This is an optimization exercise on Yosys and OpenROAD, whose aim is small area and a short achievable clock period, not a production implementation. The RTL was checked by simulation tests, not by an equivalence proof against the original design. No activity file was given, so power comes from the tool's default toggle rates.

--- flow/constraint.sdc ---
create_clock -name core_clock -period 12.0 [get_ports {clock}]
set_input_delay 2.4000 -clock core_clock [delete_from_list [all_inputs] [get_ports {clock}]]
set_output_delay 2.4000 -clock core_clock [all_outputs]
set_load 0.01 [all_outputs]
--- flow/design.v ---
module dma_bound_checker_wr #(
  parameter int NUM_ENTRIES = 8,
  parameter int ADDR_W      = 64,
  parameter int DATA_W      = 128,
  parameter int ID_W        = 5,
  parameter int CNT_W       = 16,
  parameter int IDX_W       = (NUM_ENTRIES > 1) ? $clog2(NUM_ENTRIES) : 1
) (
  input  logic                clock,
  input  logic                reset,
  input  logic                s_axi_aw_valid,
  output logic                s_axi_aw_ready,
  input  logic [ID_W-1:0]     s_axi_aw_bits_id,
  input  logic [ADDR_W-1:0]   s_axi_aw_bits_addr,
  input  logic [7:0]          s_axi_aw_bits_len,
  input  logic [2:0]          s_axi_aw_bits_size,
  input  logic [1:0]          s_axi_aw_bits_burst,
  input  logic                s_axi_w_valid,
  output logic                s_axi_w_ready,
  input  logic [DATA_W-1:0]   s_axi_w_bits_data,
  input  logic [DATA_W/8-1:0] s_axi_w_bits_strb,
  input  logic                s_axi_w_bits_last,
  output logic                s_axi_b_valid,
  input  logic                s_axi_b_ready,
  output logic [ID_W-1:0]     s_axi_b_bits_id,
  output logic [1:0]          s_axi_b_bits_resp,
  output logic                m_axi_aw_valid,
  input  logic                m_axi_aw_ready,
  output logic [ID_W-1:0]     m_axi_aw_bits_id,
  output logic [ADDR_W-1:0]   m_axi_aw_bits_addr,
  output logic [7:0]          m_axi_aw_bits_len,
  output logic [2:0]          m_axi_aw_bits_size,
  output logic [1:0]          m_axi_aw_bits_burst,
  output logic                m_axi_w_valid,
  input  logic                m_axi_w_ready,
  output logic [DATA_W-1:0]   m_axi_w_bits_data,
  output logic [DATA_W/8-1:0] m_axi_w_bits_strb,
  output logic                m_axi_w_bits_last,
  input  logic                m_axi_b_valid,
  output logic                m_axi_b_ready,
  input  logic [ID_W-1:0]     m_axi_b_bits_id,
  input  logic [1:0]          m_axi_b_bits_resp,
  input  logic                cfg_enable,
  input  logic                cfg_we,
  input  logic [IDX_W-1:0]    cfg_idx,
  input  logic [ADDR_W-1:0]   cfg_base,
  input  logic [ADDR_W-1:0]   cfg_bound,
  input  logic                cfg_entry_valid,
  input  logic                err_clr,
  output logic                err_valid,
  output logic [ADDR_W-1:0]   err_addr,
  output logic [ID_W-1:0]     err_id,
  output logic [CNT_W-1:0]    deny_count
);
  function automatic logic le_u(input logic [ADDR_W-1:0] a, input logic [ADDR_W-1:0] b);
    logic [ADDR_W-1:0] g, p;
    g = b & ~a;
    p = b | ~a;
    for (int w = 1; w < ADDR_W; w = w * 2) begin
      for (int i = 0; i + w < ADDR_W; i = i + 2 * w) begin
        g[i] = g[i+w] | (p[i+w] & g[i]);
        p[i] = p[i+w] & p[i];
      end
    end
    le_u = g[0] | p[0];
  endfunction
  logic st_idle, st_check, st_fwd_aw, st_fwd_w, st_fwd_b, st_deny_w, st_deny_b;
  logic [ID_W-1:0]     id_q;
  logic [ADDR_W-1:0]   addr_q;
  logic [7:0]          len_q;
  logic [2:0]          size_q;
  logic [1:0]          burst_q;
  logic [ADDR_W-1:0]   base_q  [NUM_ENTRIES];
  logic [ADDR_W-1:0]   bound_q [NUM_ENTRIES];
  logic [NUM_ENTRIES-1:0] valid_q;
  logic                err_valid_q;
  logic [ADDR_W-1:0]   err_addr_q;
  logic [ID_W-1:0]     err_id_q;
  logic [CNT_W-1:0]    deny_q;
  logic [ADDR_W:0]        end_q;
  logic [NUM_ENTRIES-1:0] ge_q;
  logic [14:0]         off_s;
  logic [ADDR_W:0]     end_s;
  logic [NUM_ENTRIES-1:0] ge_s, le_s, wr_s;
  logic                cfg_ge_s, hit_s, pass_s, miss_s, cap_s, aw_hs_s;
  logic                w_last_hs_s, b_hs_s;
  always_comb begin
    off_s = (15'(s_axi_aw_bits_len) << s_axi_aw_bits_size) |
            ((15'd1 << s_axi_aw_bits_size) - 15'd1);
    end_s = {1'b0, s_axi_aw_bits_addr} + (ADDR_W+1)'(off_s);
  end
  assign cfg_ge_s = le_u(cfg_base, s_axi_aw_bits_addr);
  always_comb begin
    for (int i = 0; i < NUM_ENTRIES; i++) begin
      wr_s[i] = cfg_we && (cfg_idx == IDX_W'(i));
      ge_s[i] = wr_s[i] ? cfg_ge_s : le_u(base_q[i], s_axi_aw_bits_addr);
    end
  end
  always_ff @(posedge clock) begin
    end_q <= end_s;
    ge_q  <= ge_s;
  end
  always_comb begin
    for (int i = 0; i < NUM_ENTRIES; i++) le_s[i] = le_u(end_q[ADDR_W-1:0], bound_q[i]);
    hit_s  = |(valid_q & ge_q & le_s);
    pass_s = !cfg_enable || (!end_q[ADDR_W] && hit_s);
    miss_s = st_check && !pass_s;
    cap_s  = miss_s && (!err_valid_q || err_clr);
  end
  assign aw_hs_s     = st_idle && s_axi_aw_valid;
  assign w_last_hs_s = s_axi_w_valid && m_axi_w_ready && s_axi_w_bits_last;
  assign b_hs_s      = m_axi_b_valid && s_axi_b_ready;
  always_ff @(posedge clock or negedge reset) begin
    if (!reset) begin
      st_idle   <= 1'b1;
      st_check  <= 1'b0;
      st_fwd_aw <= 1'b0;
      st_fwd_w  <= 1'b0;
      st_fwd_b  <= 1'b0;
      st_deny_w <= 1'b0;
      st_deny_b <= 1'b0;
    end else begin
      st_idle   <= (st_idle && !s_axi_aw_valid) || (st_fwd_b && b_hs_s) ||
                   (st_deny_b && s_axi_b_ready);
      st_check  <= aw_hs_s;
      st_fwd_aw <= (st_check && pass_s) || (st_fwd_aw && !m_axi_aw_ready);
      st_fwd_w  <= (st_fwd_aw && m_axi_aw_ready) || (st_fwd_w && !w_last_hs_s);
      st_fwd_b  <= (st_fwd_w && w_last_hs_s) || (st_fwd_b && !b_hs_s);
      st_deny_w <= miss_s || (st_deny_w && !(s_axi_w_valid && s_axi_w_bits_last));
      st_deny_b <= (st_deny_w && s_axi_w_valid && s_axi_w_bits_last) ||
                   (st_deny_b && !s_axi_b_ready);
    end
  end
  always_ff @(posedge clock or negedge reset) begin
    if (!reset) begin
      id_q    <= {ID_W{1'b0}};
      addr_q  <= {ADDR_W{1'b0}};
      len_q   <= 8'd0;
      size_q  <= 3'd0;
      burst_q <= 2'd0;
    end else if (aw_hs_s) begin
      id_q    <= s_axi_aw_bits_id;
      addr_q  <= s_axi_aw_bits_addr;
      len_q   <= s_axi_aw_bits_len;
      size_q  <= s_axi_aw_bits_size;
      burst_q <= s_axi_aw_bits_burst;
    end
  end
  always_ff @(posedge clock or negedge reset) begin
    if (!reset) valid_q <= {NUM_ENTRIES{1'b0}};
    else if (cfg_we) valid_q[cfg_idx] <= cfg_entry_valid;
  end
  always_ff @(posedge clock) begin
    if (cfg_we) begin
      base_q[cfg_idx]  <= cfg_base;
      bound_q[cfg_idx] <= cfg_bound;
    end
  end
  always_ff @(posedge clock or negedge reset) begin
    if (!reset) begin
      err_valid_q <= 1'b0;
      err_addr_q  <= {ADDR_W{1'b0}};
      err_id_q    <= {ID_W{1'b0}};
      deny_q      <= {CNT_W{1'b0}};
    end else begin
      if (miss_s && (deny_q != {CNT_W{1'b1}})) deny_q <= deny_q + CNT_W'(1'b1);
      if (cap_s) begin
        err_valid_q <= 1'b1;
        err_addr_q  <= addr_q;
        err_id_q    <= id_q;
      end else if (err_clr) begin
        err_valid_q <= 1'b0;
      end
    end
  end
  always_comb begin
    s_axi_aw_ready    = st_idle && reset;
    s_axi_w_ready     = (st_fwd_w && m_axi_w_ready) || st_deny_w;
    s_axi_b_valid     = (st_fwd_b && m_axi_b_valid) || st_deny_b;
    s_axi_b_bits_id   = ({ID_W{st_fwd_b}} & m_axi_b_bits_id) | ({ID_W{st_deny_b}} & id_q);
    s_axi_b_bits_resp = ({2{st_fwd_b}} & m_axi_b_bits_resp) | {st_deny_b, 1'b0};
    m_axi_aw_valid    = st_fwd_aw;
    m_axi_w_valid     = st_fwd_w && s_axi_w_valid;
    m_axi_b_ready     = st_fwd_b && s_axi_b_ready;
  end
  assign m_axi_aw_bits_id    = id_q;
  assign m_axi_aw_bits_addr  = addr_q;
  assign m_axi_aw_bits_len   = len_q;
  assign m_axi_aw_bits_size  = size_q;
  assign m_axi_aw_bits_burst = burst_q;
  assign m_axi_w_bits_data   = s_axi_w_bits_data;
  assign m_axi_w_bits_strb   = s_axi_w_bits_strb;
  assign m_axi_w_bits_last   = s_axi_w_bits_last;
  assign err_valid           = err_valid_q;
  assign err_addr            = err_addr_q;
  assign err_id              = err_id_q;
  assign deny_count          = deny_q;
endmodule
--- flow/config.mk ---
export PLATFORM = sky130hd
export DESIGN_NAME = dma_bound_checker_wr
export DESIGN_NICKNAME = dma_bound_checker_wr
export VERILOG_FILES = /design/flow/design.v
export SDC_FILE = /design/flow/constraint.sdc
export NUM_CORES = 4
export LEC_CHECK = 0
export CAP_MARGIN = 20
export CORE_MARGIN = 2
export CORE_UTILIZATION = 40
export PLACE_DENSITY = 0.6
export SLEW_MARGIN = 20
--- flow/run.sh ---
#!/bin/bash
# synth_recipe.tcl (not shown) runs the flow's synth.tcl, then flattens the netlist and writes it again
# the make line also repeats each setting of config.mk as NAME=value (left out here)
make -C /OpenROAD-flow-scripts/flow DESIGN_CONFIG=/design/flow/config.mk WORK_HOME=/design/flow/orfs CLKGATE_MAP_FILE= SYNTH_SCRIPT=/design/flow/synth_recipe.tcl finish
==> results of run 1 <==
-- worst max path at each step --
stage | start | end | slack, ns | cells past startpoint
after global routing | s_axi_aw_bits_size[2] | end_q[23] | 4.56 | 18
final | s_axi_aw_bits_size[1] | end_q[23] | 4.90 | 18
after floorplan | cfg_we | base_q[4][0] | -0.24 | 3
after detailed placement | s_axi_aw_bits_size[1] | end_q[31] | 4.16 | 18
after global placement | s_axi_aw_bits_size[1] | end_q[63] | 4.19 | 18
after CTS | s_axi_aw_bits_size[1] | end_q[23] | 4.94 | 18
-- flip-flops by register name, summed over array words and instances (netlist names), 3 cells and up --
name / cells
end_q: 65
ge_q: 8
err_addr_q: 64
deny_q: 16
err_id_q: 5
size_q: 3
bound_q: 512
base_q: 512
len_q: 8
valid_q: 8
id_q: 5
addr_q: 64
-- logic make-up (layout without fill, tap and decap cells) --
kind of cell	count (synthesis)	after routing	share of synthesized area, %
other	0	11	0
and+or+nand+nor	1052	1052	8.97
buffers and inverters	677	1090	5.28
xor gates and xnor gates	75	75	1.11
adders and majority gates	362	362	6.24
muxes	103	103	1.94
DFF	1280	1280	62.0
AOI/OAI and AO/OA	1192	1192	14.4
-- placed cells by master (no fill, tap or decap), drive strengths merged, types with 146 or more instances in the layout --
cell type	netlist	layout
nand2	302	302
maj3	338	338
clkbuf	136	197
nor2	146	146
dfrtp	182	182
inv	321	330
o21ai	207	207
o22ai	148	148
a21oi	160	160
nand2b	152	152
edfxtp	1024	1024
nor2b	168	168
clkdlybuf4s50	0	413
-- power breakdown --
part | switching [mW] | internal, mW
Combinational | 1.05 | 0.956
Clock | 1.83 | 2.60
Sequential | 0.371 | 5.21
-- routing by layer --
layer  up-vias  GRT usage (%)  wire [um]
met3       442           5.51      18100
met4        14           10.6       7940
met2      1910           38.1      86500
met1     20700           34.6      81200
li1      18600              -          -
met5         -              0        265
-- area by class of cell --
cell class | count | area [sq um] | area share (%)
multi-input cells | 2784 | 19500 | 28.1
flip-flops and latches | 1280 | 36800 | 53.1
clock inverters | 70 | 694 | 1.00
diodes | 11 | 27.5 | 0.0397
well taps | 1930 | 2410 | 3.48
inverters | 364 | 1370 | 1.97
clock buffers | 197 | 4060 | 5.86
repair buffers | 459 | 4510 | 6.50
-- worst min-delay path, stage by stage, from the launching register on --
cell,delay [ns]
dfrtp_1,0.34
nand2_1,0.05
o21ai_0,0.06
==> results.yml, run 1 <==
worst_setup_path:
  path_buf_inv: 3
  crit_arrival_ns: 7.78
  crit_fanout: 14
  crit_chain: "clkdlybuf4s50_1 -> clkinv_1 -> nand3_1 -> ha_1 -> inv_1 -> or4_1 -> o21ai_0 -> a22oi_1 -> ha_1 -> a21o_1 -> a21oi_1 -> o21ai_0 -> o41ai_1 -> o21bai_1 -> a21oi_1 -> nor2_1 -> nand4_1 -> xnor2_1"
  reg2reg_to: "err_addr_q[1]"
  worstSetupEndpointType: "flop"
  slowest_stage: "clkdlybuf4s50_1"
  r2r_start: "end_q[15]"
  critical_path_required_ns: 12.68
  critical_path_class: "in -> reg"
  reg2regPathDepth: 13
  critPathTopFamily: "compound AO/OA/AOI/OAI gates"
  crit_path_max_incr_delay_ns: 0.82
  start_kind: "input port"
  rrSetupSlack_ns: 5.13
route:
  drc: 0
  drtIter0Drc: 4955
  viasPerCell: 5.88
  num_vias: 41700
  wl_per_cell_um: 27.3
  antenna_left: 0
  totalWireLength_mm: 194
  drt_pass1_iterations: 8
timing:
  slew_headroom_pct: 27.7
  period_share_pct: 59.1
  tns_ns: 0
  setup_viol: 0
  max_freq_mhz: 141
  drv_slew: 0
  tightest_slew_ns: 1.06
  whs_ns: 0.482
  layout_setup_ws_ns: 4.90
  fin_crit_ns: 7.10
  hold_viol_final: 0
  rsz0062_at_grt: "false"
  fin_skew_ns: 0.0386
finish:
  final_nets: 5434
  instances_no_fill: 7095
  nFillCells: 13100
  utilization_pct: 47.0
  syn_to_final_growth_pct: 16.9
  layout-drive-gt1-share_pct: 7.94
  fin_area_sq_um: 69300
cts:
  hold_buffers: 0
  root_buffer: "clkbuf_16"
  cts.sinks: 1280
  clk_latency_ns: 0.79
  path_clk_slew_ns: 0.06
  cts_max_path_buffers: 3
  cts_tree: "yes"
  cts_buffers: 144
  cts_resized: 0
  cts_max_level: 4
  cts_setup_buffers: 0
grt:
  grt_pass1_vias: 40100
  globalRouteTotalUtil_pct: 25.0
  grt_max_degree: 76
  grt_pass1_wl_mm: 280
  grt_antenna_before_repair: 28
  overflow: 0
hold_path:
  hold_path_end: "valid_q[3]"
  holdPathStages: 2
  min_from: "valid_q[3]"
  hold_path_class: "reg -> reg"
power:
  p_per_area_nw_per_um2: 173
  irDropWorstVdd_uv: 179
  totalPowerFinal_mw: 12.0
  leakage_nw: 24.0
placement:
  gp_congestion: 0.938
  placed_cells: 6816
  port_buffers: 414
  dp_hpwl_mm: 141
  pre_cts_ws_ns: 4.16
  place_area_sq_um: 64500
logic_synthesis:
  syn_area_sq_um: 59300
  yosysSeqAreaShare_pct: 62.0
  async_reset_ff_share_pct: 14.3
  synth_commonest_cells: "1,024 x edfxtp_1, 330 x maj3_1, 314 x inv_1"
  synth.top_cell.area_share_pct: 51.8
  ys_seq_elements: 1280
  yosys_warnings: 1
  synth-edff-count: 1024
  ys.flop_type: "edfxtp_1"
  synth_top_cell_by_area: "edfxtp_1"
  synth_nets: 5142
  synth_cells: 4741
  syn_avg_cell_area_sq_um: 12.5
  synthTopCellsByArea: "edfxtp_1 52%, dfrtp_1 7.7%, maj3_1 5.6%"
  yosysMostFrequentCell: "edfxtp_1"
  synth.distinct_cells: 84
floorplan:
  die_y_um: 389
  ios: 703
  initial_core_util_pct: 40.2
  num_rows: 141
  coreArea_sq_um: 147000
  die_w_um: 389
  dieArea_sq_um: 151000
job:
  maxCapViolCount: 0
outcome:
  status: "complete, no violations"
==> inputs of run 2 (changes only) <==
--- a/flow/design.v
+++ b/flow/design.v
@@ -78,31 +78,42 @@
   logic [ID_W-1:0]     err_id_q;
   logic [CNT_W-1:0]    deny_q;
   logic [ADDR_W:0]        end_q;
-  logic [NUM_ENTRIES-1:0] ge_q;
   logic [14:0]         off_s;
   logic [ADDR_W:0]     end_s;
-  logic [NUM_ENTRIES-1:0] ge_s, le_s, wr_s;
-  logic                cfg_ge_s, hit_s, pass_s, miss_s, cap_s, aw_hs_s;
+  logic [NUM_ENTRIES-1:0] ge_s, le_s;
+  logic                hit_s, pass_s, miss_s, cap_s, aw_hs_s;
   logic                w_last_hs_s, b_hs_s;
+  logic [14:0] lg, lp, lc;
+  logic [ADDR_W:15] ones;
+  logic c15;
   always_comb begin
     off_s = (15'(s_axi_aw_bits_len) << s_axi_aw_bits_size) |
             ((15'd1 << s_axi_aw_bits_size) - 15'd1);
-    end_s = {1'b0, s_axi_aw_bits_addr} + (ADDR_W+1)'(off_s);
-  end
-  assign cfg_ge_s = le_u(cfg_base, s_axi_aw_bits_addr);
+    lg = s_axi_aw_bits_addr[14:0] & off_s;
+    lp = s_axi_aw_bits_addr[14:0] | off_s;
+    for (int w = 1; w < 15; w = w * 2) begin
+      for (int k = 0; k < 15; k++) begin
+        if ((k / w) % 2 == 1) begin
+          lg[k] = lg[k] | (lp[k] & lg[(k / w) * w - 1]);
+          lp[k] = lp[k] & lp[(k / w) * w - 1];
+        end
+      end
+    end
+    lc  = {lg[13:0], 1'b0};
+    c15 = lg[14];
+    ones[15] = 1'b1;
+    for (int k = 16; k <= ADDR_W; k++) ones[k] = ones[k-1] & s_axi_aw_bits_addr[k-1];
+    end_s[14:0] = s_axi_aw_bits_addr[14:0] ^ off_s ^ lc;
+    for (int k = 15; k < ADDR_W; k++) end_s[k] = s_axi_aw_bits_addr[k] ^ (c15 & ones[k]);
+    end_s[ADDR_W] = c15 & ones[ADDR_W];
+  end
+  always_ff @(posedge clock) end_q <= end_s;
   always_comb begin
     for (int i = 0; i < NUM_ENTRIES; i++) begin
-      wr_s[i] = cfg_we && (cfg_idx == IDX_W'(i));
-      ge_s[i] = wr_s[i] ? cfg_ge_s : le_u(base_q[i], s_axi_aw_bits_addr);
-    end
-  end
-  always_ff @(posedge clock) begin
-    end_q <= end_s;
-    ge_q  <= ge_s;
-  end
-  always_comb begin
-    for (int i = 0; i < NUM_ENTRIES; i++) le_s[i] = le_u(end_q[ADDR_W-1:0], bound_q[i]);
-    hit_s  = |(valid_q & ge_q & le_s);
+      ge_s[i] = le_u(base_q[i], addr_q);
+      le_s[i] = le_u(end_q[ADDR_W-1:0], bound_q[i]);
+    end
+    hit_s  = |(valid_q & ge_s & le_s);
     pass_s = !cfg_enable || (!end_q[ADDR_W] && hit_s);
     miss_s = st_check && !pass_s;
     cap_s  = miss_s && (!err_valid_q || err_clr);
==> flow/flow/run.sh (new file) <==
#!/bin/bash
export SETUP_SLACK_MARGIN=7.0
export BUFFER_PORTS_ARGS="-buffer_cell sky130_fd_sc_hd__buf_1"
bash standard.sh > standard.log 2>&1
==> flow/standard.sh (new file) <==
#!/bin/bash
# synth_recipe.tcl (not shown) runs the flow's synth.tcl, then flattens the netlist and writes it again
# the make line also repeats each setting of config.mk as NAME=value (left out here)
make -C /OpenROAD-flow-scripts/flow DESIGN_CONFIG=/design/flow/config.mk WORK_HOME=/design/flow/orfs CLKGATE_MAP_FILE= SYNTH_SCRIPT=/design/flow/synth_recipe.tcl "${@:-finish}"
--- a/flow/config.mk
+++ b/flow/config.mk
@@ -7,6 +7,9 @@
 export LEC_CHECK = 0
 export CAP_MARGIN = 20
 export CORE_MARGIN = 2
-export CORE_UTILIZATION = 40
-export PLACE_DENSITY = 0.6
+export CORE_UTILIZATION = 65
+export CTS_BUF_LIST = sky130_fd_sc_hd__clkbuf_8
+export CTS_CLUSTER_DIAMETER = 60
+export CTS_CLUSTER_SIZE = 14
+export PLACE_DENSITY = 0.72
 export SLEW_MARGIN = 20
removed: flow/run.sh
==> results.yml, run 2 <==
floorplan:
  dieArea_sq_um: 92900
  coreArea_sq_um: 89900
  die_w_um: 305
  num_rows: 110
  die_y_um: 305
  initial_core_util_pct: 65.4
  ios: 703
cts:
  cts_max_path_buffers: 3
  cts_buffers: 107
  cts_tree: "yes"
  clk_latency_ns: 0.82
  cts.sinks: 1272
  hold_buffers: 0
  root_buffer: "clkbuf_8"
  path_clk_slew_ns: 0.09
  cts_max_level: 3
logic_synthesis:
  synthTopCellsByArea: "edfxtp_1 52%, dfrtp_1 7.7%, maj3_1 4.1%"
  yosysSeqAreaShare_pct: 62.3
  yosysMostFrequentCell: "edfxtp_1"
  synth_cells: 4679
  synth_commonest_cells: "1,024 x edfxtp_1, 332 x inv_1, 256 x nand2_1"
  syn_area_sq_um: 58800
  synth.distinct_cells: 97
  synth-edff-count: 1024
  ys.flop_type: "edfxtp_1"
  syn_avg_cell_area_sq_um: 12.6
  synth.top_cell.area_share_pct: 52.3
  yosys_warnings: 1
  ys_seq_elements: 1272
  synth_top_cell_by_area: "edfxtp_1"
  synth_nets: 5093
  async_reset_ff_share_pct: 14.4
timing:
  setup_viol: 0
  fin_skew_ns: 0.0565
  slew_headroom_pct: 27.3
  tightest_slew_ns: 1.09
  rsz0062_at_grt: "true"
  fin_crit_ns: 5.22
  max_freq_mhz: 192
  period_share_pct: 43.5
  hold_viol_final: 0
  drv_slew: 0
  whs_ns: 0.493
  tns_ns: 0
route:
  met3WireLength_mm: 22.8
  antenna_left: 0
  wl_met1_mm: 70.1
  drtIter0Drc: 6105
  top_layer: "met5"
  num_vias: 42200
  routed-wl-met2_mm: 79.1
  totalWireLength_mm: 178
  drc: 0
  wl_per_cell_um: 28.3
  drt_pass1_iterations: 8
  viasPerCell: 6.72
finish:
  mostFrequentLayoutCells: "1,024 x edfxtp_1, 394 x buf_1, 391 x inv_1"
  final_nets: 5403
  layout-drive-gt1-share_pct: 10.2
  fin_area_sq_um: 63800
  reg.largest.list: "base_q (512), bound_q (512), end_q (65)"
  instances_no_fill: 6281
  final_common_cell: "edfxtp_1"
  syn_to_final_growth_pct: 8.55
placement:
  place_area_sq_um: 60500
  gp_congestion: 0.936
  placed_cells: 6000
  dp_hpwl_mm: 126
  port_buffers: 414
worst_setup_path:
  crit_fanout: 1
  crit_path_max_incr_delay_ns: 0.20
  start_kind: "input port"
  critPathTopFamily: "buffers and inverters"
  slowest_stage: "a22o_1"
  critical_path_required_ns: 9.60
  r2r_start: "addr_q[34]"
  critical_path_class: "in -> out"
  worstSetupEndpointType: "output pin"
  worstSetupStartpoint: "m_axi_b_bits_id[4]"
  crit_chain: "buf_1 -> a22o_1 -> buf_2"
  path_buf_inv: 2
  crit_arrival_ns: 2.82
power:
  p_sw_mw: 3.98
  seqPwrFrac_pct: 51.2
  totalPowerFinal_mw: 11.3
  p_per_area_nw_per_um2: 177
  combPwrFrac_pct: 26.3
  pwr-share-clk_pct: 22.5
  leakage_nw: 22.4
  swShare_pct: 35.2
  p_int_mw: 7.31
  irDropWorstVdd_uv: 190
grt:
  overflow: 0
  grt_pass1_wl_mm: 258
  grt_pass1_vias: 39800
  grt_max_degree: 84
  globalRouteTotalUtil_pct: 37.3
  grt_antenna_before_repair: 25
hold_path:
  hold_path_class: "reg -> reg"
  min_from: "deny_q[7]"
job:
  maxCapViolCount: 0
outcome:
  status: "complete, no violations"
run 2: cell types whose count changed after synthesis, moves of 19 or more:
cell,change
nand3_1,-31
nor2_1,+20
o211ai_1,+19
clkbuf_1,-25
clkinv_1,-23
maj3_1,-87
a22o_1,-26
nand2b_1,+73
nand2_1,-46
run 2: kinds of logic after synthesis:
kind of cell,synth area share [%]
muxes,1.93
AOI/OAI and AO/OA,14.7
xor gates and xnor gates,1.12
and+or+nand+nor,9.40
adders and majority gates,5.24
DFF,62.3
buffers and inverters,5.27
run 2: layer usage:
metal,vias up,track usage [%]
met2,2746,55.1
met1,20800,54.2
met3,319,9.23
li1,18300,-
met4,14,12.6
met5,-,2.27
run 2: path summary, 6_finish.rpt:
check,endpoint,slack (ns),cells past startpoint
worst max register to register,err_addr_q[35],7.02,14
worst min-delay path,deny_q[7],0.49,1
min in group asynchronous,err_addr_q[9],1.65,3
worst max-delay path,s_axi_b_bits_id[4],6.78,3
worst min register to register,deny_q[7],0.49,1
max in group asynchronous,addr_q[29],8.26,5
run 2: repair_timing:
| item | 4_1_cts | 5_1_grt |
|---|---|---|
| buffers inserted | 27 | 26 |
| setup endpoints to repair | 150 | 115 |
| gates cloned | 0 | 2 |
| gates resized for setup | 74 | 97 |
| pin swaps | 29 | 47 |
run 2: layout make-up:
class,count,area [sq um]
flip-flops and latches,1272,36700
inverters,368,1430
repair buffers,494,2410
diodes,21,52.6
clock inverters,90,577
multi-input cells,2746,19700
clock buffers,114,1570
fillers,6336,26100
well taps,1176,1470
run 2: through the flow:
stage                     util [%]  setup slack [ns]
final                         71.0              6.78
after global routing          71.0              6.73
after CTS                     70.2              6.79
after detailed placement      67.3              4.86
after global placement        67.3              4.95
after floorplan                  -              5.59
run 2: power by group through the flow:
stage / sequential [mW] / clock (mW) / combinational (mW)
after floorplan: 5.63 / 0 / 1.88
after global placement: 5.82 / 0 / 2.75
after detailed placement: 5.83 / 0 / 2.80
after CTS: 5.74 / 2.54 / 2.85
after global routing: 5.81 / 2.70 / 3.18
final: 5.77 / 2.54 / 2.97
==> inputs of run 3 (changes only) <==
--- a/flow/config.mk
+++ b/flow/config.mk
@@ -8,8 +8,5 @@
 export CAP_MARGIN = 20
 export CORE_MARGIN = 2
 export CORE_UTILIZATION = 65
-export CTS_BUF_LIST = sky130_fd_sc_hd__clkbuf_8
-export CTS_CLUSTER_DIAMETER = 60
-export CTS_CLUSTER_SIZE = 14
 export PLACE_DENSITY = 0.72
 export SLEW_MARGIN = 20
==> results.yml, run 3 <==
route:
  wl_per_cell_um: 28.4
  antenna_left: 0
  totalWireLength_mm: 179
  drc: 0
  viasPerCell: 6.73
  drtIter0Drc: 6489
  drt_pass1_iterations: 6
  num_vias: 42500
finish:
  ff_latch_area_sq_um: 36700
  layout-drive-gt1-share_pct: 11.3
  reg.largest.list: "base_q (512), bound_q (512), end_q (65)"
  nFillCells: 6035
  fin_area_sq_um: 65900
  final_nets: 5421
  final_common_cell: "edfxtp_1"
  syn_to_final_growth_pct: 12.2
  mostFrequentLayoutCells: "1,024 x edfxtp_1, 394 x buf_1, 322 x inv_1"
  instances_no_fill: 6312
  multi_input_area_sq_um: 19600
floorplan:
  die_w_um: 305
  initial_core_util_pct: 65.4
  ios: 703
  die_y_um: 305
  dieArea_sq_um: 92900
  coreArea_sq_um: 89900
  num_rows: 110
power:
  leakage_nw: 23.1
  irDropWorstVdd_uv: 172
  p_per_area_nw_per_um2: 196
timing:
  layout_setup_ws_ns: 6.78
  hold_viol_final: 0
  setup_viol: 0
  fin_skew_ns: 0.0267
  slew_headroom_pct: 27.6
  tns_ns: 0
  whs_ns: 0.497
  period_share_pct: 43.5
  fin_crit_ns: 5.22
  drv_slew: 0
  tightest_slew_ns: 1.09
  max_freq_mhz: 192
  rsz0062_at_grt: "true"
worst_setup_path:
  reg2regPathDepth: 14
  start_kind: "input port"
  crit_path_max_incr_delay_ns: 0.20
  crit_fanout: 1
  critical_path_class: "in -> out"
  worstSetupEndpointType: "output pin"
  critical_path_required_ns: 9.60
  slowest_stage: "a22o_1"
  crit_arrival_ns: 2.82
  crit_chain: "buf_1 -> a22o_1 -> buf_2"
job:
  maxCapViolCount: 0
cts:
  cts.sinks: 1272
  cts_buffers: 135
  clk_latency_ns: 0.76
  cts_tree: "yes"
  root_buffer: "clkbuf_16"
  hold_buffers: 0
  path_clk_slew_ns: 0.06
  cts_max_path_buffers: 3
  cts_max_level: 4
logic_synthesis:
  syn_avg_cell_area_sq_um: 12.6
  synth-edff-count: 1024
  yosysMostFrequentCell: "edfxtp_1"
  synth_nets: 5093
  synth_commonest_cells: "1,024 x edfxtp_1, 332 x inv_1, 256 x nand2_1"
  ys_seq_elements: 1272
  syn_area_sq_um: 58800
  synth_cells: 4679
  yosysSeqAreaShare_pct: 62.3
  synth.top_cell.area_share_pct: 52.3
  async_reset_ff_share_pct: 14.4
  yosys_warnings: 1
  synthTopCellsByArea: "edfxtp_1 52%, dfrtp_1 7.7%, maj3_1 4.1%"
  synth_top_cell_by_area: "edfxtp_1"
  ys.flop_type: "edfxtp_1"
  synth.distinct_cells: 97
grt:
  grt_pass1_vias: 40300
  grt_max_degree: 84
  globalRouteTotalUtil_pct: 37.8
  grt_antenna_before_repair: 20
  overflow: 0
  grt_pass1_wl_mm: 261
hold_path:
  holdPathStages: 1
  hold_path_class: "reg -> reg"
placement:
  place_area_sq_um: 60500
  dp_hpwl_mm: 126
  gp_congestion: 0.936
  placed_cells: 6000
  pre_cts_ws_ns: 4.86
  port_buffers: 414
outcome:
  status: "complete, no violations"
-- run 3: where the power goes --
| part | internal, mW | switching, mW | total [mW] |
|---|---|---|---|
| Combinational | 1.09 | 1.86 | 2.95 |
| Clock | 2.39 | 1.78 | 4.17 |
| Sequential | 5.17 | 0.617 | 5.79 |
| Total | 8.65 | 4.26 | 12.9 |
-- run 3: stage by stage --
| stage | power (mW) | utilization, % |
|---|---|---|
| after floorplan | 7.51 | - |
| after global placement | 8.57 | 67.3 |
| after detailed placement | 8.63 | 67.3 |
| after CTS | 12.8 | 72.9 |
| after global routing | 13.3 | 73.4 |
| final | 12.9 | 73.4 |
-- run 3: repair_timing --
action | CTS | global route
pin swaps | 37 | 35
endpoints found under the setup margin | 150 | 116
gates cloned | 0 | 2
buffers inserted | 30 | 13
gates resized for setup | 91 | 67
-- run 3: cell families (layout without fill, tap and decap cells) --
group	Yosys count	after routing	synth area share [%]
AOI/OAI and AO/OA	1217	1217	14.7
xor gates and xnor gates	75	75	1.12
adders and majority gates	294	294	5.24
buffers and inverters	662	1100	5.27
DFF	1272	1272	62.3
muxes	98	98	1.93
other	0	18	0
and+or+nand+nor	1061	1062	9.40
-- run 3: metal layers --
layer	part of all wire, %	GRT usage (%)
met1	39	54.2
met2	44	55.6
met3	13	9.94
met4	3.9	14.2
met5	0.13	2.02
-- run 3: layout make-up --
cell class | instances | share of cell area (%)
clock buffer | 178 | 5.81
clock inverter | 70 | 0.875
timing repair buffer | 484 | 3.55
tap | 1176 | 2.23
multi-input combinational | 2746 | 29.7
sequential | 1272 | 55.6
antenna | 18 | 0.0683
inverter | 368 | 2.18
-- run 3: worst max-delay path: cells and delay by family --
kind / cells / cell delay, ns
buffers and inverters: 2 / 0.22
AO/OA/AOI/OAI: 1 / 0.20
-- run 3: worst paths after layout --
| path | from | endpoint | slack (ns) |
|---|---|---|---|
| min in group asynchronous | reset | err_addr_q[15] | 1.73 |
| min | deny_q[7] | deny_q[7] | 0.50 |
| max in group asynchronous | reset | addr_q[29] | 8.17 |
| min reg2reg | deny_q[7] | deny_q[7] | 0.50 |
| max | m_axi_b_bits_id[4] | s_axi_b_bits_id[4] | 6.78 |
| max reg2reg | addr_q[30] | err_addr_q[38] | 7.11 |
==> inputs of run 4 (changes only) <==
==> flow/run.sh (new file) <==
#!/bin/bash
# synth_recipe.tcl (not shown) runs the flow's synth.tcl, then flattens the netlist and writes it again
# the make line also repeats each setting of config.mk as NAME=value (left out here)
make -C /OpenROAD-flow-scripts/flow DESIGN_CONFIG=/design/flow/config.mk WORK_HOME=/design/flow/orfs CLKGATE_MAP_FILE= SYNTH_SCRIPT=/design/flow/synth_recipe.tcl finish
--- a/flow/config.mk
+++ b/flow/config.mk
@@ -8,5 +8,9 @@
 export CAP_MARGIN = 20
 export CORE_MARGIN = 2
 export CORE_UTILIZATION = 65
+export CTS_BUF_LIST = sky130_fd_sc_hd__clkbuf_8
+export CTS_CLUSTER_DIAMETER = 60
+export CTS_CLUSTER_SIZE = 14
 export PLACE_DENSITY = 0.72
+export SETUP_SLACK_MARGIN = 5
 export SLEW_MARGIN = 20
removed: flow/flow/run.sh
removed: flow/standard.sh
==> results.yml, run 4 <==
outcome:
  status: "complete, no violations"
hold_path:
  holdPathStages: 2
  hold_path_class: "reg -> reg"
logic_synthesis:
  synth_nets: 5093
  syn_avg_cell_area_sq_um: 12.6
  async_reset_ff_share_pct: 14.4
  synth.top_cell.area_share_pct: 52.3
  yosysSeqAreaShare_pct: 62.3
  synth.distinct_cells: 97
  ys_seq_elements: 1272
  ys.flop_type: "edfxtp_1"
  synth-edff-count: 1024
  yosysMostFrequentCell: "edfxtp_1"
  synth_commonest_cells: "1,024 x edfxtp_1, 332 x inv_1, 256 x nand2_1"
  synthTopCellsByArea: "edfxtp_1 52%, dfrtp_1 7.7%, maj3_1 4.1%"
  syn_area_sq_um: 58800
  synth_cells: 4679
  synth_top_cell_by_area: "edfxtp_1"
  yosys_warnings: 1
floorplan:
  initial_core_util_pct: 65.4
  die_w_um: 305
  coreArea_sq_um: 89900
  die_y_um: 305
  ios: 703
  dieArea_sq_um: 92900
  num_rows: 110
worst_setup_path:
  worstSetupEndpointType: "flop"
  crit_fanout: 12
  crit_arrival_ns: 7.22
  reg2regPathDepth: 14
  critical_path_class: "in -> reg"
  critical_path_required_ns: 12.75
  start_kind: "input port"
timing:
  max_freq_mhz: 154
  hold_viol_final: 0
  drv_slew: 0
  slew_headroom_pct: 20.8
  layout_setup_ws_ns: 5.52
  fin_skew_ns: 0.0368
  setup_viol: 0
  fin_crit_ns: 6.48
  rsz0062_at_grt: "false"
  period_share_pct: 54.0
  tightest_slew_ns: 1.19
  tns_ns: 0
grt:
  grt_pass1_vias: 39600
  grt_max_degree: 87
  grt_pass1_wl_mm: 258
  grt_antenna_before_repair: 20
  overflow: 0
  globalRouteTotalUtil_pct: 37.2
route:
  drtIter0Drc: 6535
  viasPerCell: 6.73
  antenna_left: 0
  totalWireLength_mm: 175
  num_vias: 41800
  wl_per_cell_um: 28.2
  drt_pass1_iterations: 9
  drc: 0
placement:
  placed_cells: 5998
  pre_cts_ws_ns: 3.76
  gp_congestion: 0.937
  dp_hpwl_mm: 126
  port_buffers: 414
finish:
  mostFrequentLayoutCells: "1,024 x edfxtp_1, 410 x clkdlybuf4s50_1, 389 x inv_1"
  final_common_cell: "edfxtp_1"
  syn_to_final_growth_pct: 10.7
  nFillCells: 6263
  instances_no_fill: 6214
  utilization_pct: 72.4
  reg.largest.list: "base_q (512), bound_q (512), end_q (65)"
  final_nets: 5347
  layout-drive-gt1-share_pct: 6.67
power:
  leakage_nw: 22.9
  p_per_area_nw_per_um2: 177
  irDropWorstVdd_uv: 169
  totalPowerFinal_mw: 11.5
cts:
  clk_latency_ns: 0.82
  cts_max_path_buffers: 3
  path_clk_slew_ns: 0.09
  cts_buffers: 108
  cts_tree: "yes"
  cts_max_level: 3
  hold_buffers: 0
  root_buffer: "clkbuf_8"
  cts_setup_buffers: 0
  cts.sinks: 1272
job:
  maxCapViolCount: 0
==> run 4: cell counts after synthesis <==
Identical to the previous run, type by type.
==> run 4: through the flow <==
stage / area [sq um] / hold WS [ns]
2_1_floorplan: 58800 / 0.453
3_3_place_gp: 62900 / 0.466
3_5_place_dp: 62900 / 0.474
4_1_cts: 65000 / 0.487
5_1_grt: 65100 / 0.520
6_report: 65100 / 0.485
==> run 4: path summary, 6_finish.rpt <==
path	end	startpoint	slack (ns)
max in group asynchronous	addr_q[53]	reset	9.11
min in group asynchronous	err_addr_q[14]	reset	1.53
min reg2reg	st_idle	st_idle	0.48
max	end_q[63]	s_axi_aw_bits_size[1]	5.52
max reg2reg	err_addr_q[11]	addr_q[10]	5.64
min	st_idle	st_idle	0.48
==> run 4: cell type report <==
type / count / area (sq um) / share of cell area (%)
Antenna cell: 16 / 40.0 / 0.0615
Clock buffer: 114 / 1570 / 2.41
Clock inverter: 85 / 522 / 0.801
Inverter: 368 / 1380 / 2.13
Multi-Input combinational cell: 2745 / 19100 / 29.4
Sequential cell: 1272 / 36600 / 56.3
Tap cell: 1176 / 1470 / 2.26
Timing Repair Buffer: 438 / 4350 / 6.68
==> run 4: cell families (layout without fill, tap and decap cells) <==
group / after synthesis / after routing / synth area share [%]
flops: 1272 / 1272 / 62.3
compound gates: 1217 / 1217 / 14.7
simple gates: 1061 / 1061 / 9.40
buf+inv: 662 / 1005 / 5.27
fa+ha+maj: 294 / 294 / 5.24
mux: 98 / 98 / 1.93
xor+xnor: 75 / 75 / 1.12
other cells: 0 / 16 / 0
==> run 4: metal layers <==
layer / vias to the layer above / global-route usage [%] / share of wire [%]
li1: 18200 / - / -
met1: 20500 / 55.1 / 40
met2: 2808 / 54.1 / 44
met3: 317 / 9.70 / 13
met4: 8 / 11.9 / 3.1
met5: - / 1.60 / 0.066
==> run 4: timing repair <==
action,CTS,global route
cloned,0,0
setup endpoints to repair,34,36
gates resized for setup,2,5
==> run 4: where the power goes <==
group / internal [mW] / switching [mW] / total (mW)
sequential: 5.16 / 0.607 / 5.76
combinational: 1.39 / 1.85 / 3.24
clock: 1.00 / 1.49 / 2.49
==> run 4: worst max-delay path, cell delays in order <==
cell and delay [ns]:
dlymetal6s2s_1 0.44, nor2_1 0.14, nand2_1 0.12, ha_1 0.30, nor2b_1 0.17, a21oi_1 0.07, o22a_1 0.21, ha_1 0.18
o21bai_1 0.15, a21oi_1 0.25, o21bai_1 0.10, a21oi_1 0.24, o21bai_1 0.13, a21oi_1 0.36, o41ai_2 0.15, a211o_1 0.32
a21oi_2 0.39, inv_1 0.30, and4_1 0.35, and4_1 0.26, nand2_1 0.08, xnor2_1 0.11
==> inputs of run 5 (changes only) <==
==> flow/flow/run.sh (new file) <==
#!/bin/bash
export SETUP_SLACK_MARGIN=6.8
export BUFFER_PORTS_ARGS="-buffer_cell sky130_fd_sc_hd__buf_1"
bash standard.sh > standard.log 2>&1
==> flow/standard.sh (new file) <==
#!/bin/bash
# synth_recipe.tcl (not shown) runs the flow's synth.tcl, then flattens the netlist and writes it again
# the make line also repeats each setting of config.mk as NAME=value (left out here)
make -C /OpenROAD-flow-scripts/flow DESIGN_CONFIG=/design/flow/config.mk WORK_HOME=/design/flow/orfs CLKGATE_MAP_FILE= SYNTH_SCRIPT=/design/flow/synth_recipe.tcl "${@:-finish}"
--- a/flow/config.mk
+++ b/flow/config.mk
@@ -7,10 +7,9 @@
 export LEC_CHECK = 0
 export CAP_MARGIN = 20
 export CORE_MARGIN = 2
-export CORE_UTILIZATION = 65
+export CORE_UTILIZATION = 60
 export CTS_BUF_LIST = sky130_fd_sc_hd__clkbuf_8
 export CTS_CLUSTER_DIAMETER = 60
 export CTS_CLUSTER_SIZE = 14
-export PLACE_DENSITY = 0.72
-export SETUP_SLACK_MARGIN = 5
+export PLACE_DENSITY = 0.7
 export SLEW_MARGIN = 20
removed: flow/run.sh
==> results.yml, run 5 <==
outcome:
  status: "complete, no violations"
floorplan:
  initial_core_util_pct: 60.7
  die_w_um: 317
  ios: 703
  dieArea_sq_um: 100000
  coreArea_sq_um: 96900
  die_y_um: 317
  num_rows: 114
worst_setup_path:
  start_kind: "input port"
  crit_arrival_ns: 2.89
  crit_fanout: 1
  worstSetupStartpoint: "m_axi_b_bits_id[4]"
  critical_path_class: "in -> out"
  r2r_start: "end_q[4]"
  critical_path_required_ns: 9.60
  worstSetupEndpointType: "output pin"
power:
  irDropWorstVdd_uv: 132
  leakage_nw: 22.1
  p_per_area_nw_per_um2: 178
  totalPowerFinal_mw: 11.3
timing:
  tightest_slew_ns: 1.05
  rsz0062_at_grt: "true"
  fin_crit_ns: 5.29
  slew_headroom_pct: 29.2
  hold_viol_final: 0
  fin_skew_ns: 0.0664
  setup_viol: 0
  drv_slew: 0
  layout_setup_ws_ns: 6.71
  whs_ns: 0.489
  tns_ns: 0
  period_share_pct: 44.1
  max_freq_mhz: 189
logic_synthesis:
  synth.top_cell.area_share_pct: 52.3
  synth.distinct_cells: 97
  synth_nets: 5093
  yosysSeqAreaShare_pct: 62.3
  synth-edff-count: 1024
  syn_area_sq_um: 58800
  synth_cells: 4679
  ys_seq_elements: 1272
  syn_avg_cell_area_sq_um: 12.6
  synth_commonest_cells: "1,024 x edfxtp_1, 332 x inv_1, 256 x nand2_1"
  synth_top_cell_by_area: "edfxtp_1"
  async_reset_ff_share_pct: 14.4
  yosysMostFrequentCell: "edfxtp_1"
  yosys_warnings: 1
  synthTopCellsByArea: "edfxtp_1 52%, dfrtp_1 7.7%, maj3_1 4.1%"
  ys.flop_type: "edfxtp_1"
grt:
  grt_pass1_vias: 39100
  grt_pass1_wl_mm: 260
  globalRouteTotalUtil_pct: 35.3
  grt_max_degree: 89
  overflow: 0
  grt_antenna_before_repair: 23
hold_path:
  hold_path_class: "reg -> reg"
  min_from: "deny_q[7]"
route:
  drt_pass1_iterations: 9
  viasPerCell: 6.60
  num_vias: 41800
  totalWireLength_mm: 181
  drtIter0Drc: 5897
  drc: 0
  antenna_left: 0
  wl_per_cell_um: 28.5
finish:
  layout-drive-gt1-share_pct: 8.70
  final_nets: 5366
  ff_latch_area_sq_um: 36600
  final_common_cell: "edfxtp_1"
  utilization_pct: 65.3
  nFillCells: 7467
  mostFrequentLayoutCells: "1,024 x edfxtp_1, 390 x buf_1, 387 x inv_1"
  multi_input_area_sq_um: 19400
  fin_area_sq_um: 63300
  syn_to_final_growth_pct: 7.66
  reg.largest.list: "base_q (512), bound_q (512), end_q (65)"
  instances_no_fill: 6338
placement:
  gp_congestion: 0.968
  place_area_sq_um: 60600
  port_buffers: 414
  dp_hpwl_mm: 129
  pre_cts_ws_ns: 4.89
  placed_cells: 6100
cts:
  cts_tree: "yes"
  hold_buffers: 0
  cts_buffers: 110
  clk_latency_ns: 0.82
  path_clk_slew_ns: 0.09
  cts_max_path_buffers: 3
  root_buffer: "clkbuf_8"
  cts.sinks: 1272
  cts_max_level: 3
job:
  maxCapViolCount: 0
[run 5: changes by cell type in the layout (fill, tap and decap cells not counted), sizes merged]
cell	change
clkinvlp	+1
dlymetal6s2s	-2
clkdlybuf4s50	-410
bufinv	-1
clkinv	-6
clkbuf	+13
buf	+426
inv	+3
[run 5: logic make-up after synthesis]
kind of cell / count (synthesis) / synth area share (%)
AOI/OAI and AO/OA: 1217 / 14.7
xor gates and xnor gates: 75 / 1.12
muxes: 98 / 1.93
DFF: 1272 / 62.3
buffers and inverters: 662 / 5.27
adders and majority gates: 294 / 5.24
and+or+nand+nor: 1061 / 9.40
[run 5: where the power goes]
group	switching, mW	total (mW)	internal, mW
registers	0.621	5.78	5.16
logic	1.86	2.92	1.06
clock network	1.51	2.55	1.05
[run 5: area by class of cell]
type / instances / share of cell area (%)
sequential: 1272 / 57.9
multi-input combinational: 2745 / 30.6
timing repair buffer: 455 / 3.26
clock buffer: 124 / 2.70
tap: 1276 / 2.52
inverter: 368 / 2.22
clock inverter: 82 / 0.745
antenna: 16 / 0.0633
[run 5: worst paths after layout]
check	cells past startpoint	slack (ns)	endpoint
worst max-delay path	3	6.71	s_axi_b_bits_id[4]
worst min-delay path	1	0.49	deny_q[7]
worst max register to register	14	6.89	err_addr_q[11]
worst min register to register	1	0.49	deny_q[7]
max in group asynchronous	4	8.54	addr_q[63]
min in group asynchronous	1	1.45	addr_q[33]
[run 5: critical path, stage by stage]
cell and delay, ns:
buf_1 0.07, a22o_1 0.27, clkbuf_2 0.15
[run 5: what timing repair did]
item                       CTS  global route
buffers inserted             5             9
gates resized for setup     53            34
setup endpoints to repair  114            96
cloned                       1             0
pin swaps                   17            17
[run 5: routing by layer]
| layer | vias up | track usage, % | wire length [um] |
|---|---|---|---|
| li1 | 18200 | - | - |
| met1 | 20700 | 52.6 | 74000 |
| met2 | 2608 | 51.3 | 78400 |
| met3 | 276 | 9.35 | 23300 |
| met4 | 16 | 10.0 | 4760 |
| met5 | - | 1.18 | 208 |

==> separate check: timing with driven ports <==
The results above use ideal ports. As a check the final layouts listed here were re-extracted and re-timed, cells and wires unchanged. Step 1 (the two cells are an assumption about what drives the block):
set clk [get_ports {clock}]
set_driving_cell -lib_cell sky130_fd_sc_hd__clkbuf_16 $clk
set_driving_cell -lib_cell sky130_fd_sc_hd__buf_2 [delete_from_list [all_inputs] $clk]
Step 2 moves the port delays by t, midway between the first and last clock arrival at a register: inputs arrive t later, outputs are due t later. That takes back most of the time a late clock gives input paths. Slacks: ideal / step 1 / step 2; pairs: ideal / step 1.
run | t, ns | setup slack, ns | worst register clock-pin slew, ns
run 1 | 0.843 | 4.904 / 4.936 / 4.094 | 0.07 / 0.07
run 2 | 0.869 | 6.783 / 6.744 / 6.099 | 0.11 / 0.11
run 3 | 0.817 | 6.781 / 6.728 / 6.058 | 0.07 / 0.07
run 4 | 0.879 | 5.521 / 5.563 / 4.685 | 0.10 / 0.10
run 5 | 0.868 | 6.711 / 6.677 / 6.007 | 0.11 / 0.11
After both steps setup and hold are still met in every run listed. For run 4, which loses most, drivers alone change the setup slack by +0.042 ns; drivers and shift together by -0.836 ns.
